This design comes from an exercise in tuning for small area and a short achievable clock period on the open sky130 flow, not from production work.
The RTL was checked by simulation tests, not by an equivalence proof against the original design.
Power figures rest on the tool's default switching activity, not on a simulated workload.

run A:
==> flow/design.v (excerpt) <==
module layer_code #(
  parameter int ADDR_WIDTH = 6,
  parameter int UNIT_CLKS  = 2
) (
  input  logic                  clk_in,
  input  logic                  rst_n_in,
  input  logic                  wr_en_in,
  input  logic                  wr_done_in,
  input  logic [ADDR_WIDTH-1:0] wr_addr_in,
  input  logic [7:0]            wr_data_in,
  input  logic [3:0]            wr_byte_en_in,
  input  logic [7:0]            t0h_cnt_in,
  input  logic [7:0]            t0l_cnt_in,
  input  logic [7:0]            t1h_cnt_in,
  input  logic [7:0]            t1l_cnt_in,
  output logic                  ws281x_code_out
);
clock: 4.0 ns
lec_check: 0
abc_area: 1
cap_margin: 20
core_margin: 2
core_utilization: 60
cts_cluster_diameter: 100
cts_cluster_size: 30
setup_slack_margin: 2.4
slew_margin: 20
run.sh (not shown) runs the stock make flow with config.mk's settings and CLKGATE_MAP_FILE= SYNTH_SCRIPT=/design/flow/synth_recipe.tcl, a recipe that flattens the netlist after the stock synthesis.
Run A did not stop at any stage, and its layout met the timing, DRC and antenna checks.
Changes in run B relative to run A:
--- a/flow/config.mk
+++ b/flow/config.mk
@@ -6,5 +6,5 @@
 export NUM_CORES = 4
 export LEC_CHECK = 0
-export ABC_AREA = 1
+export ABC_AREA = 0
 export CAP_MARGIN = 20
 export CORE_MARGIN = 2
@@ -12,4 +12,4 @@
 export CTS_CLUSTER_DIAMETER = 100
 export CTS_CLUSTER_SIZE = 30
-export SETUP_SLACK_MARGIN = 2.4
+export SETUP_SLACK_MARGIN = 2.1
 export SLEW_MARGIN = 20
==> run summary <==
No stage failed in run B, and the final checks on the layout all came back clean.
Fraction of synthesized cell area in xor and xnor cells was higher in the run labelled run B.
Run B vs run A, worst hold slack went down by 19 ps.
Power sits lower in run B than in run A.
Run A → run B: tap cell count now sits higher; cell count now sits higher.
Inputs modified between run B and run C:
--- a/flow/config.mk
+++ b/flow/config.mk
@@ -6,10 +6,10 @@
 export NUM_CORES = 4
 export LEC_CHECK = 0
-export ABC_AREA = 0
+export ABC_AREA = 1
 export CAP_MARGIN = 20
 export CORE_MARGIN = 2
 export CORE_UTILIZATION = 60
-export CTS_CLUSTER_DIAMETER = 100
-export CTS_CLUSTER_SIZE = 30
-export SETUP_SLACK_MARGIN = 2.1
+export CTS_CLUSTER_DIAMETER = 90
+export CTS_CLUSTER_SIZE = 26
+export SETUP_SLACK_MARGIN = 2.4
 export SLEW_MARGIN = 20
==> comparison <==
Run C: no failed stages, no open violations at the end. Run B reached the final stage; the timing, DRC and antenna checks on its layout passed. The sequential share of cell area in run C was lower than what run B gave. Final-layout clock buffer total up about 12% in run C wrt run B. Run B → run C: via count rose by 7852, multi-input logic area dropped 7.3%.
diff inputs: run C => run D
--- a/flow/config.mk
+++ b/flow/config.mk
@@ -10,6 +10,6 @@
 export CORE_MARGIN = 2
 export CORE_UTILIZATION = 60
-export CTS_CLUSTER_DIAMETER = 90
-export CTS_CLUSTER_SIZE = 26
-export SETUP_SLACK_MARGIN = 2.4
+export CTS_CLUSTER_DIAMETER = 100
+export CTS_CLUSTER_SIZE = 30
+export SETUP_SLACK_MARGIN = 2.1
 export SLEW_MARGIN = 20
--- outcome ---
Result: PASS for each of run D and run C
Between run D and run C, the difference in area used by sequential logic in the layout is negligible.
Global-route total usage across every layer | run D below run C
Post-route total power (higher): run C
Run C -> run D: flop and latch count out of synthesis delta 0, exact match
[diff] first-pass GRT wire length, run D relative to run C: improvement
Run D vs. run C: critical path depth now larger; combinational-cell power consumption went down about 20%.
Delta (run D minus run C): final clock period utilization by the worst path climbed 2.6 points, later-pin clock latency in the skew report essentially unchanged, detailed-route wire length on metal 1 shows a reduction of 3000 um.

========
layer_code again, from the RTL that the note above started with.
// layer_code
module layer_code #(
  parameter int ADDR_WIDTH = 6,
  parameter int UNIT_CLKS  = 2
) (
  input  logic                  clk_in,
  input  logic                  rst_n_in,
  input  logic                  wr_en_in,
  input  logic                  wr_done_in,
  input  logic [ADDR_WIDTH-1:0] wr_addr_in,
  input  logic [7:0]            wr_data_in,
  input  logic [3:0]            wr_byte_en_in,
  input  logic [7:0]            t0h_cnt_in,
  input  logic [7:0]            t0l_cnt_in,
  input  logic [7:0]            t1h_cnt_in,
  input  logic [7:0]            t1l_cnt_in,
  output logic                  ws281x_code_out
);
clock: 4.0 ns
lec_check: 0
abc_area: 1
cap_margin: 20
core_margin: 2
core_utilization: 70
cts_cluster_diameter: 80
cts_cluster_size: 26
setup_slack_margin: 2.1
slew_margin: 20
Rerun with:
CORE_UTILIZATION = 60   (was 70)
CTS_CLUSTER_DIAMETER = 90   (was 80)
SETUP_SLACK_MARGIN = 2.25   (was 2.1)
What happened: The new run passed the timing, DRC and antenna checks. Utilization came out lower by 9.1 points. Final cell count grows by 4.4%. First-iteration DRC count goes down by 5.5%. Cell area grows by 2.6%. Global-route usage decreases by 4.0 points. Sequential power barely changes.

[static timing again, ports no longer ideal]
No port has a modelled driver above. Below, the same layouts with a new extraction and two added sets of constraints. Step 1 assumes that a clkbuf_16 drives the clock port and a buf_2 every other input. Step 2 also shifts input and output timing later by t, the mid clock arrival at the registers, as if the neighbouring blocks saw the same clock. Slacks: ideal / step 1 / step 2; pairs: ideal / step 1.
| run | shift t [ns] | setup WS [ns] | hold WS [ns] | worst setup path after step 2 | cell pins on the clock port's net |
|---|---|---|---|---|---|
| run A | 0.752 | 2.062 / 1.988 / 1.539 | 0.416 / 0.416 / 0.416 | input to register | 1 |
| run B | 0.714 | 1.989 / 2.015 / 1.326 | 0.397 / 0.397 / 0.397 | input to register | 1 |
| run C | 0.736 | 2.109 / 2.034 / 1.589 | 0.426 / 0.426 / 0.426 | input to register | 1 |
| run D | 0.742 | 2.006 / 2.006 / 1.449 | 0.411 / 0.411 / 0.411 | input to register | 1 |
| the first run of note 2 | 0.727 | 1.805 / 1.805 / 1.480 | 0.419 / 0.419 / 0.419 | input to register | 1 |
| the second run of note 2 | 0.754 | 2.040 / 2.006 / 1.598 | 0.421 / 0.421 / 0.421 | input to register | 1 |
After both steps setup and hold are still met in every run listed. The setup slack of run B, which loses most, moves by +0.026 ns with the drivers and by -0.663 ns with both steps.
